Context: an optimization exercise on an open-source flow, tuned for small area and a short achievable clock period. The choices shown serve that exercise and are no tape-out recipe.
Function was checked by simulation only, so behaviour that the tests miss may differ from the original.
No activity file was given, so power comes from the tool's default toggle rates.

<file path="flow/run.sh">
#!/bin/bash
# synth_recipe.tcl (not shown) runs the flow's synth.tcl, then flattens the netlist and writes it again
# the make line also repeats each setting of config.mk as NAME=value (left out here)
make -C /OpenROAD-flow-scripts/flow DESIGN_CONFIG=/design/flow/config.mk WORK_HOME=/design/flow/orfs CLKGATE_MAP_FILE= SYNTH_SCRIPT=/design/flow/synth_recipe.tcl finish
</file>
<file path="flow/config.mk">
export PLATFORM = sky130hd
export DESIGN_NAME = fire_seek_mode_sequencer
export DESIGN_NICKNAME = fire_seek_mode_sequencer
export VERILOG_FILES = /design/flow/design.v
export SDC_FILE = /design/flow/constraint.sdc
export NUM_CORES = 4
export LEC_CHECK = 0
export CAP_MARGIN = 20
export CORE_MARGIN = 2
export CORE_UTILIZATION = 40
export SLEW_MARGIN = 20
</file>
<file path="flow/constraint.sdc">
create_clock -name core_clock -period 6.0 [get_ports {i_clk}]
set_input_delay 1.2000 -clock core_clock [delete_from_list [all_inputs] [get_ports {i_clk}]]
set_output_delay 1.2000 -clock core_clock [all_outputs]
set_load 0.01 [all_outputs]
</file>
<file path="flow/design.v">
module fsms_core #(
    parameter int TICK_WIDTH  = 32,
    parameter int RANGE_WIDTH = 10,
    parameter int SWEEP_STEP  = 10
) (
    input  logic                  i_clk,
    input  logic                  i_rst_n,
    input  logic                  i_accept,
    input  logic                  i_operation,
    input  logic [9:0]            i_distance_cm,
    input  logic [31:0]           i_now_tick,
    input  logic [1:0]            i_random_pick,
    input  logic [9:0]            i_detect_limit,
    input  logic [9:0]            i_stop_limit,
    input  logic [15:0]           i_patrol_period,
    input  logic [15:0]           i_fan_max,
    input  logic [15:0]           i_pause_len,
    input  logic [15:0]           i_turn_len,
    input  logic [7:0]            i_right_sector,
    input  logic [7:0]            i_left_sector,
    output logic [7:0]            o_servo_angle,
    output logic [2:0]            o_motion,
    output logic                  o_fan_on,
    output logic [2:0]            o_mode,
    output logic                  o_fire_seen,
    output logic                  o_fire_near
);
    localparam int ANGLE_W = 8;
    localparam logic [ANGLE_W-1:0] ANGLE_MAX   = 8'd180;
    localparam logic [ANGLE_W-1:0] HOLD_CENTER = 8'd90;
    localparam logic [ANGLE_W-1:0] HOLD_HOME   = 8'd0;
    localparam logic [2:0] MODE_PATROL   = 3'd0;
    localparam logic [2:0] MODE_PAUSE    = 3'd1;
    localparam logic [2:0] MODE_TURN     = 3'd2;
    localparam logic [2:0] MODE_APPROACH = 3'd3;
    localparam logic [2:0] MODE_FAN      = 3'd4;
    localparam logic [2:0] MOT_STOP     = 3'd0;
    localparam logic [2:0] MOT_FWD      = 3'd1;
    localparam logic [2:0] MOT_REV      = 3'd2;
    localparam logic [2:0] MOT_SPIN_L   = 3'd3;
    localparam logic [2:0] MOT_SPIN_R   = 3'd4;
    localparam logic [2:0] MOT_APPROACH = 3'd5;
    localparam logic [RANGE_WIDTH-1:0] RANGE_MAX = '1;
    localparam int RANGE_RST_INT = (999 > (2**RANGE_WIDTH - 1)) ? (2**RANGE_WIDTH - 1) : 999;
    localparam logic [RANGE_WIDTH-1:0] RANGE_RST = RANGE_WIDTH'(RANGE_RST_INT);
    localparam logic [ANGLE_W-1:0] STEP = ANGLE_W'(SWEEP_STEP);
    logic [2:0]             r_mode;
    logic [2:0]             n_mode;
    logic [2:0]             r_motion;
    logic [2:0]             n_motion;
    logic [2:0]             r_patrol_motion;
    logic [2:0]             n_patrol_motion;
    logic [ANGLE_W-1:0]     r_angle;
    logic [ANGLE_W-1:0]     n_angle;
    logic [ANGLE_W-1:0]     r_hold;
    logic [ANGLE_W-1:0]     n_hold;
    logic                   r_sweep_up;
    logic                   n_sweep_up;
    logic                   r_scan;
    logic                   n_scan;
    logic                   r_fan;
    logic                   n_fan;
    logic [RANGE_WIDTH-1:0] r_range;
    logic [RANGE_WIDTH-1:0] n_range;
    logic [TICK_WIDTH-1:0]  r_patrol_dl;
    logic [TICK_WIDTH-1:0]  n_patrol_dl;
    logic [TICK_WIDTH-1:0]  r_pause_start;
    logic [TICK_WIDTH-1:0]  n_pause_start;
    logic [TICK_WIDTH-1:0]  r_turn_dl;
    logic [TICK_WIDTH-1:0]  n_turn_dl;
    logic [TICK_WIDTH-1:0]  r_fan_start;
    logic [TICK_WIDTH-1:0]  n_fan_start;
    logic [63:0]           now_wide;
    logic [TICK_WIDTH-1:0] now;
    logic                  is_ctrl;
    logic                  lost;
    logic                  far;
    logic                  patrol_due;
    logic                  turn_due;
    logic                  pause_done;
    logic                  fan_done;
    logic [TICK_WIDTH-1:0] patrol_diff;
    logic [TICK_WIDTH-1:0] turn_diff;
    logic [TICK_WIDTH-1:0] pause_el;
    logic [TICK_WIDTH-1:0] fan_el;
    logic [ANGLE_W:0]      up_sum;
    assign now_wide = {32'd0, i_now_tick};
    assign now      = now_wide[TICK_WIDTH-1:0];
    assign is_ctrl  = (i_operation == 1'b1);
    assign lost = 16'(r_range) > 16'(i_detect_limit);
    assign far  = 16'(r_range) > 16'(i_stop_limit);
    assign patrol_diff = now - r_patrol_dl;
    assign turn_diff   = now - r_turn_dl;
    assign pause_el    = now - r_pause_start;
    assign fan_el      = now - r_fan_start;
    assign patrol_due  = !patrol_diff[TICK_WIDTH-1];
    assign turn_due    = !turn_diff[TICK_WIDTH-1];
    assign pause_done  = pause_el >= TICK_WIDTH'(i_pause_len);
    assign fan_done    = fan_el >= TICK_WIDTH'(i_fan_max);
    always_comb begin
        n_mode = r_mode;
        if (is_ctrl) begin
            case (r_mode)
                MODE_PATROL: begin
                    if (!lost) n_mode = MODE_PAUSE;
                end
                MODE_PAUSE: begin
                    if (lost) begin
                        n_mode = MODE_PATROL;
                    end else if (pause_done) begin
                        if (r_angle < i_right_sector || r_angle > i_left_sector) begin
                            n_mode = MODE_TURN;
                        end else begin
                            n_mode = MODE_APPROACH;
                        end
                    end
                end
                MODE_TURN: begin
                    if (lost) n_mode = MODE_PATROL;
                    else if (turn_due) n_mode = MODE_APPROACH;
                end
                MODE_APPROACH: begin
                    if (lost) n_mode = MODE_PATROL;
                    else if (!far) n_mode = MODE_FAN;
                end
                MODE_FAN: begin
                    if (fan_done || lost) n_mode = MODE_PATROL;
                end
                default: n_mode = MODE_PATROL;
            endcase
        end
    end
    always_comb begin
        n_motion        = r_motion;
        n_patrol_motion = r_patrol_motion;
        n_hold          = r_hold;
        n_scan          = r_scan;
        n_fan           = r_fan;
        n_patrol_dl     = r_patrol_dl;
        n_pause_start   = r_pause_start;
        n_turn_dl       = r_turn_dl;
        n_fan_start     = r_fan_start;
        if (is_ctrl) begin
            case (r_mode)
                MODE_PATROL: begin
                    n_scan = 1'b1;
                    n_hold = r_angle;
                    n_fan  = 1'b0;
                    if (lost) begin
                        if (patrol_due) begin
                            n_patrol_motion = 3'(i_random_pick) + 3'd1;
                            n_patrol_dl     = now + TICK_WIDTH'(i_patrol_period);
                        end
                        n_motion = n_patrol_motion;
                    end else begin
                        n_motion      = MOT_STOP;
                        n_scan        = 1'b0;
                        n_pause_start = now;
                    end
                end
                MODE_PAUSE: begin
                    if (!lost) begin
                        if (pause_done) begin
                            if (r_angle < i_right_sector) begin
                                n_motion  = MOT_SPIN_R;
                                n_turn_dl = now + TICK_WIDTH'(i_turn_len);
                            end else if (r_angle > i_left_sector) begin
                                n_motion  = MOT_SPIN_L;
                                n_turn_dl = now + TICK_WIDTH'(i_turn_len);
                            end
                        end else begin
                            n_motion = MOT_STOP;
                        end
                    end
                end
                MODE_TURN: begin
                    if (lost || turn_due) n_motion = MOT_STOP;
                end
                MODE_APPROACH: begin
                    n_scan = 1'b0;
                    n_hold = HOLD_CENTER;
                    if (lost) begin
                        n_motion = MOT_STOP;
                        n_fan    = 1'b0;
                        n_scan   = 1'b1;
                    end else if (far) begin
                        n_motion = MOT_APPROACH;
                    end else begin
                        n_motion    = MOT_STOP;
                        n_fan       = 1'b1;
                        n_fan_start = now;
                    end
                end
                MODE_FAN: begin
                    n_motion = MOT_STOP;
                    if (fan_done || lost) begin
                        n_fan  = 1'b0;
                        n_scan = 1'b1;
                        n_hold = HOLD_HOME;
                    end
                end
                default: n_motion = MOT_STOP;
            endcase
        end
    end
    assign up_sum = {1'b0, r_angle} + {1'b0, STEP};
    always_comb begin
        n_angle    = r_angle;
        n_sweep_up = r_sweep_up;
        n_range    = r_range;
        if (!is_ctrl) begin
            if (r_scan) begin
                if (r_sweep_up) begin
                    if (up_sum >= {1'b0, ANGLE_MAX}) begin
                        n_angle    = ANGLE_MAX;
                        n_sweep_up = 1'b0;
                    end else begin
                        n_angle = up_sum[ANGLE_W-1:0];
                    end
                end else begin
                    if (r_angle <= STEP) begin
                        n_angle    = '0;
                        n_sweep_up = 1'b1;
                    end else begin
                        n_angle = r_angle - STEP;
                    end
                end
            end else begin
                n_angle = r_hold;
            end
            if (16'(i_distance_cm) > 16'(RANGE_MAX)) n_range = RANGE_MAX;
            else n_range = RANGE_WIDTH'(i_distance_cm);
        end
    end
    always_ff @(posedge i_clk) begin
        if (!i_rst_n) begin
            r_mode          <= MODE_PATROL;
            r_motion        <= MOT_STOP;
            r_patrol_motion <= MOT_STOP;
            r_angle         <= '0;
            r_hold          <= HOLD_CENTER;
            r_sweep_up      <= 1'b1;
            r_scan          <= 1'b1;
            r_fan           <= 1'b0;
            r_range         <= RANGE_RST;
            r_patrol_dl     <= '0;
            r_pause_start   <= '0;
            r_turn_dl       <= '0;
            r_fan_start     <= '0;
        end else if (i_accept) begin
            r_mode          <= n_mode;
            r_motion        <= n_motion;
            r_patrol_motion <= n_patrol_motion;
            r_angle         <= n_angle;
            r_hold          <= n_hold;
            r_sweep_up      <= n_sweep_up;
            r_scan          <= n_scan;
            r_fan           <= n_fan;
            r_range         <= n_range;
            r_patrol_dl     <= n_patrol_dl;
            r_pause_start   <= n_pause_start;
            r_turn_dl       <= n_turn_dl;
            r_fan_start     <= n_fan_start;
        end
    end
    assign o_servo_angle = n_angle;
    assign o_motion      = n_motion;
    assign o_fan_on      = n_fan;
    assign o_mode        = n_mode;
    assign o_fire_seen   = 16'(n_range) <= 16'(i_detect_limit);
    assign o_fire_near   = 16'(n_range) <= 16'(i_stop_limit);
endmodule
module fire_seek_mode_sequencer #(
    parameter int TICK_WIDTH  = 32,
    parameter int RANGE_WIDTH = 10,
    parameter int SWEEP_STEP  = 10
) (
    input  logic        i_clk,
    input  logic        i_rst_n,
    input  logic        i_in_valid,
    output logic        i_in_ready,
    input  logic        i_in_operation,
    input  logic [9:0]  i_in_distance_cm,
    input  logic [31:0] i_in_now_tick,
    input  logic [1:0]  i_in_random_pick,
    input  logic        i_cfg_valid,
    output logic        i_cfg_ready,
    input  logic [2:0]  i_cfg_index,
    input  logic [15:0] i_cfg_data,
    output logic        o_out_valid,
    input  logic        o_out_ready,
    output logic [7:0]  o_out_servo_angle,
    output logic [2:0]  o_out_motion,
    output logic        o_out_fan_on,
    output logic [2:0]  o_out_mode,
    output logic        o_out_fire_seen,
    output logic        o_out_fire_near
);
    localparam logic [2:0] CFG_DETECT_LIMIT  = 3'd0;
    localparam logic [2:0] CFG_STOP_LIMIT    = 3'd1;
    localparam logic [2:0] CFG_PATROL_PERIOD = 3'd2;
    localparam logic [2:0] CFG_FAN_MAX       = 3'd3;
    localparam logic [2:0] CFG_PAUSE         = 3'd4;
    localparam logic [2:0] CFG_TURN          = 3'd5;
    localparam logic [2:0] CFG_RIGHT_SECTOR  = 3'd6;
    localparam logic [2:0] CFG_LEFT_SECTOR   = 3'd7;
    logic [9:0]  r_detect_limit;
    logic [9:0]  r_stop_limit;
    logic [15:0] r_patrol_period;
    logic [15:0] r_fan_max;
    logic [15:0] r_pause_len;
    logic [15:0] r_turn_len;
    logic [7:0]  r_right_sector;
    logic [7:0]  r_left_sector;
    logic [7:0]  res_servo_angle;
    logic [2:0]  res_motion;
    logic        res_fan_on;
    logic [2:0]  res_mode;
    logic        res_fire_seen;
    logic        res_fire_near;
    logic [7:0]  r_out_servo_angle;
    logic [2:0]  r_out_motion;
    logic        r_out_fan_on;
    logic [2:0]  r_out_mode;
    logic        r_out_fire_seen;
    logic        r_out_fire_near;
    logic        r_out_valid;
    logic        in_acc;
    assign i_in_ready = !r_out_valid || o_out_ready;
    assign in_acc     = i_in_valid && i_in_ready;
    assign i_cfg_ready = 1'b1;
    always_ff @(posedge i_clk) begin
        if (!i_rst_n) begin
            r_detect_limit  <= 10'd300;
            r_stop_limit    <= 10'd50;
            r_patrol_period <= 16'd3000;
            r_fan_max       <= 16'd5000;
            r_pause_len     <= 16'd300;
            r_turn_len      <= 16'd1308;
            r_right_sector  <= 8'd60;
            r_left_sector   <= 8'd120;
        end else if (i_cfg_valid) begin
            case (i_cfg_index)
                CFG_DETECT_LIMIT:  r_detect_limit  <= i_cfg_data[9:0];
                CFG_STOP_LIMIT:    r_stop_limit    <= i_cfg_data[9:0];
                CFG_PATROL_PERIOD: r_patrol_period <= i_cfg_data[15:0];
                CFG_FAN_MAX:       r_fan_max       <= i_cfg_data[15:0];
                CFG_PAUSE:         r_pause_len     <= i_cfg_data[15:0];
                CFG_TURN:          r_turn_len      <= i_cfg_data[15:0];
                CFG_RIGHT_SECTOR:  r_right_sector  <= i_cfg_data[7:0];
                CFG_LEFT_SECTOR:   r_left_sector   <= i_cfg_data[7:0];
                default:           r_left_sector   <= r_left_sector;
            endcase
        end
    end
    fsms_core #(
        .TICK_WIDTH  (TICK_WIDTH),
        .RANGE_WIDTH (RANGE_WIDTH),
        .SWEEP_STEP  (SWEEP_STEP)
    ) u_core (
        .i_clk           (i_clk),
        .i_rst_n         (i_rst_n),
        .i_accept        (in_acc),
        .i_operation     (i_in_operation),
        .i_distance_cm   (i_in_distance_cm),
        .i_now_tick      (i_in_now_tick),
        .i_random_pick   (i_in_random_pick),
        .i_detect_limit  (r_detect_limit),
        .i_stop_limit    (r_stop_limit),
        .i_patrol_period (r_patrol_period),
        .i_fan_max       (r_fan_max),
        .i_pause_len     (r_pause_len),
        .i_turn_len      (r_turn_len),
        .i_right_sector  (r_right_sector),
        .i_left_sector   (r_left_sector),
        .o_servo_angle   (res_servo_angle),
        .o_motion        (res_motion),
        .o_fan_on        (res_fan_on),
        .o_mode          (res_mode),
        .o_fire_seen     (res_fire_seen),
        .o_fire_near     (res_fire_near)
    );
    always_ff @(posedge i_clk) begin
        if (!i_rst_n) begin
            r_out_valid <= 1'b0;
        end else if (in_acc) begin
            r_out_valid <= 1'b1;
        end else if (o_out_ready) begin
            r_out_valid <= 1'b0;
        end
    end
    always_ff @(posedge i_clk) begin
        if (in_acc) begin
            r_out_servo_angle <= res_servo_angle;
            r_out_motion      <= res_motion;
            r_out_fan_on      <= res_fan_on;
            r_out_mode        <= res_mode;
            r_out_fire_seen   <= res_fire_seen;
            r_out_fire_near   <= res_fire_near;
        end
    end
    assign o_out_valid       = r_out_valid;
    assign o_out_servo_angle = r_out_servo_angle;
    assign o_out_motion      = r_out_motion;
    assign o_out_fan_on      = r_out_fan_on;
    assign o_out_mode        = r_out_mode;
    assign o_out_fire_seen   = r_out_fire_seen;
    assign o_out_fire_near   = r_out_fire_near;
endmodule
</file>
==> results.txt <==
-- layer usage --
metal	track usage, %	share of wire (%)
met1	31.0	46
met2	38.8	46
met3	3.19	4.5
met4	8.95	3.5
met5	0	0
-- power groups by stage --
stage,Combinational [W],Clock [W],Sequential [W]
floorplan,0.000743,0,0.00204
finish,0.00118,0.00239,0.00201
global placement,0.00113,0,0.00205
detailed placement,0.00115,0,0.00205
global route,0.00132,0.00252,0.00202
CTS,0.00116,0.00244,0.00201
-- repair_timing --
| item | in CTS | in global routing |
|---|---|---|
| gates resized for setup | 2 | 10 |
| endpoints found under the setup margin | 35 | 55 |
| setup buffers | 0 | 1 |
| pin swaps | 0 | 6 |
| gates cloned | 0 | 2 |
-- metrics by stage --
step,worst slack (ps),cells,hold slack (ps),TNS (ps)
3_3_place_gp,-478,3483,443,-20190
2_1_floorplan,639,2709,431,0
3_5_place_dp,-701,3483,447,-30320
6_report,198,3548,453,0
4_1_cts,21.7,3545,454,0
5_1_grt,-1.61,3548,467,-1.61
-- worst register-to-register path: stages (launching register included) --
cell      delay, ps
dfxtp_1         310
ha_1            230
fa_1            420
nand2b_1        180
a21oi_1         330
o21ba_2         230
o21ai_0         170
o21bai_1        210
xor2_1          170
ha_1            250
nor2b_1         130
o21ai_0         240
nand3_1         110
nor3_1          240
nand4_1         130
nor4_2          370
buf_4           190
o2111a_1        180
and4b_1         200
buf_4           160
nor2_8           50
mux2_4          290
-- synth_stat cells (all sizes together), types with 48 or more instances --
| cell type | n |
|---|---|
| nand2 | 395 |
| a21oi | 276 |
| dfxtp | 267 |
| ha | 245 |
| inv | 242 |
| nor2 | 178 |
| o21ai | 133 |
| clkbuf | 110 |
| nand3 | 99 |
| a21o | 66 |
| mux2i | 65 |
| a211oi | 50 |
| o211ai | 48 |
| xnor2 | 48 |
| xor2 | 48 |
-- sequential cells by signal (all words and copies together), names as in the netlist, 16 cells and up --
name                  flops
u_core.r_patrol_dl       32
r_turn_len               16
r_pause_len              16
u_core.r_turn_dl         32
u_core.r_fan_start       32
u_core.r_pause_start     32
r_patrol_period          16
r_fan_max                16
-- cell type report --
cell class | count | share of cell area (%)
Clock buffer | 49 | 4.42
Clock inverter | 13 | 0.817
Inverter | 243 | 3.74
Multi-Input combinational cell | 2056 | 55.6
Sequential cell | 284 | 23.9
Tap cell | 680 | 3.47
Timing Repair Buffer | 223 | 8.06
-- cells by family after synthesis --
logic type | after synthesis | share of synthesized area, %
compound gates | 722 | 21.9
xor+xnor | 96 | 4.07
fa+ha+maj | 249 | 15.1
buf+inv | 369 | 6.85
flops | 284 | 28.1
mux | 78 | 3.84
other cells | 1 | 0.0180
simple gates | 910 | 20.1
-- final timing paths --
path,to,slack (ps),cells after the start
worst max-delay path,u_core.r_scan$_SDFFE_PN1P_,200,23
worst min-delay path,u_core.r_pause_start[12]$_SDFFE_PN0P_,450,2
worst max register to register,u_core.r_scan$_SDFFE_PN1P_,1090,21
worst min register to register,u_core.r_pause_start[12]$_SDFFE_PN0P_,450,2
==> impl_metrics.csv <==
group,metric,value,unit
status,status,"no timing/DRC/antenna violations",
sta,slew_headroom,26.2,%
logic_synthesis,synth.top_cell.area_share,25.6,%
clocking,h-tree-depth,2,
logic_synthesis,synthesis.area,20800,um2
layout,final_cell_area,24500,um2
worst_setup_path,critPathSlowestCell,"clkdlybuf4s50_1",
logic_synthesis,ys_seq_area_share,28.1,%
layout,final_util,47.7,%
route,drc,0,
clocking,clock_latency,560,ps
worst_setup_path,cp-end-kind,"flip-flop",
grt,grt_max_degree,126,
power,netSwitchingFraction,29.4,%
clocking,clk_path_buf_depth,3,
placed_design,io_buffer_count,87,
logic_synthesis,syn_inst,2709,
sta,hold_viol_final,0,
layout,fill_cells,5054,
die,coreArea,51400,um2
layout,nets,3163,
grt,overflow,0,
route,first_pass_iters,5,
route,wirelength,63800,um
worst_setup_path,cp_data_required_time,6450,ps
layout,regArea,5860,um2
clocking,tritoncts,"yes",
sta,period_minus_slack,5800,ps
hold_path,min_from,"u_core.r_pause_start[12]$_SDFFE_PN0P_",
logic_synthesis,synth.area.top_cells,"dfxtp_1, ha_1, nand2_1, a21oi_1, inv_1",
power,p_sw,0.00164,W
sta,worstMarginPinSlew,1110,ps
clocking,hold_buffers,0,
logic_synthesis,synth-seq-cells,284,
sta,fin_crit_sh,96.7,%
logic_synthesis,yosys_most_used_dff,"dfxtp_1",
logic_synthesis,syn_area_per_cell,7.69,um2
layout,final_cell_mix,"nand2_1, a21oi_1, dfxtp_1",
grt,grtUsageTotal,23.5,%
placed_design,dp_hpwl,48300,um
grt,antenna_found_initial,0,
grt,first_global_vias,18890,
power,power_density,228,nW/um2
die,io-pin-count,89,
worst_setup_path,critical_path.cell_chain,"clkdlybuf4s50_1 > inv_1 > ha_1 > fa_1 > nand2b_1 > a21oi_1 > o21ba_2 > o21ai_0 > o21bai_1 > xor2_1 > ha_1 > nor2b_1 > o21ai_0 > nand3_1 > nor3_1 > nand4_1 > nor4_2 > buf_4 > o2111a_1 > and4b_1 > buf_4 > nor2_8 > mux2_4",
route,avgViaCountPerCell,5.55,
layout,diodes,0,
die,dieArea,53900,um2
clocking,clk_pin_slew,60,ps
layout,multi_input_area,13600,um2
sta,clock_skew,13.8,ps
power,p_clk_share,42.8,%
layout,drive_above_1_share,9.07,%
hold_path,hold_path.class,"flip-flop to flip-flop",
power,power_frac_comb,21.2,%
clocking,cts_sinks,284,
route,ant_nets,0,
die,rows,83,
route,vias,19676,
route,wl_per_cell,18.0,um
placed_design,globalplace.congestion,0.920,
worst_setup_path,arrival,6250,ps
sta,fmax,172,MHz
layout,area_growth,17.6,%
worst_setup_path,crit_fanout,3,
route,drt_iter0_drc,1399,
logic_synthesis,synth_top_area_cell,"dfxtp_1",
die,chipWidth,232,um
job,maxCapViolations,0,
worst_setup_path,cp_slowest_stage_delay,470,ps
sta,setup_viol,0,
power,intPower,0.00394,W
worst_setup_path,startpoint,"i_in_now_tick[0]",
power,p_leak,9.57,nW
die,die_h,232,um
worst_setup_path,startpoint_type,"input pin",
logic_synthesis,yosysWarnings,2,
power,ir_drop,0.161,mV
worst_setup_path,path_class,"input pin to flip-flop",
worst_setup_path,path_buf_inv,4,
sta,slew_viol_final,0,
logic_synthesis,syn_nets,3027,
logic_synthesis,synth-edff-count,17,
logic_synthesis,async_reset_ff_share,0,%
layout,final_common_cell,"nand2_1",
clocking,cts_buffers,37,
clocking,clockRootBuffer,"clkbuf_16",
grt,grt_pass1_wl,101000,um
die,initial_utilization,40.5,%
logic_synthesis,ys_types,87,
worst_setup_path,crit_family,"simple AND/OR/NAND/NOR gates",
power,pwr-share-seq,36.0,%
worst_setup_path,worst_r2r_startpoint,"u_core.r_fan_start[0]$_SDFFE_PN0P_",
power,finalPower,0.00558,W
placed_design,dpl_cell_area,23100,um2

-- static timing again, ports no longer ideal --
How much do the figures lean on ideal ports? The routed layout below was timed once more, with nothing changed but the port constraints. Step 1 (the two cells are an assumption about what drives the block):
set clk [get_ports {i_clk}]
set_driving_cell -lib_cell sky130_fd_sc_hd__clkbuf_16 $clk
set_driving_cell -lib_cell sky130_fd_sc_hd__buf_2 [delete_from_list [all_inputs] $clk]
Step 2 times the ports against the registers' clock, not the clock port: input delays grow and output delays shrink by t, the midpoint of the rising clock arrivals with the driver on. Three values: ideal, step 1, step 2; two values: the first two.
shift t [ns]: 0.609
setup WS [ns]: 0.198 / 0.223 / -0.386
worst register clock-pin slew, ns: 0.06 / 0.06
Met with ideal ports but missed after step 2: setup timing in this run. For this run, drivers alone change the setup slack by +0.025 ns; drivers and shift together by -0.584 ns.
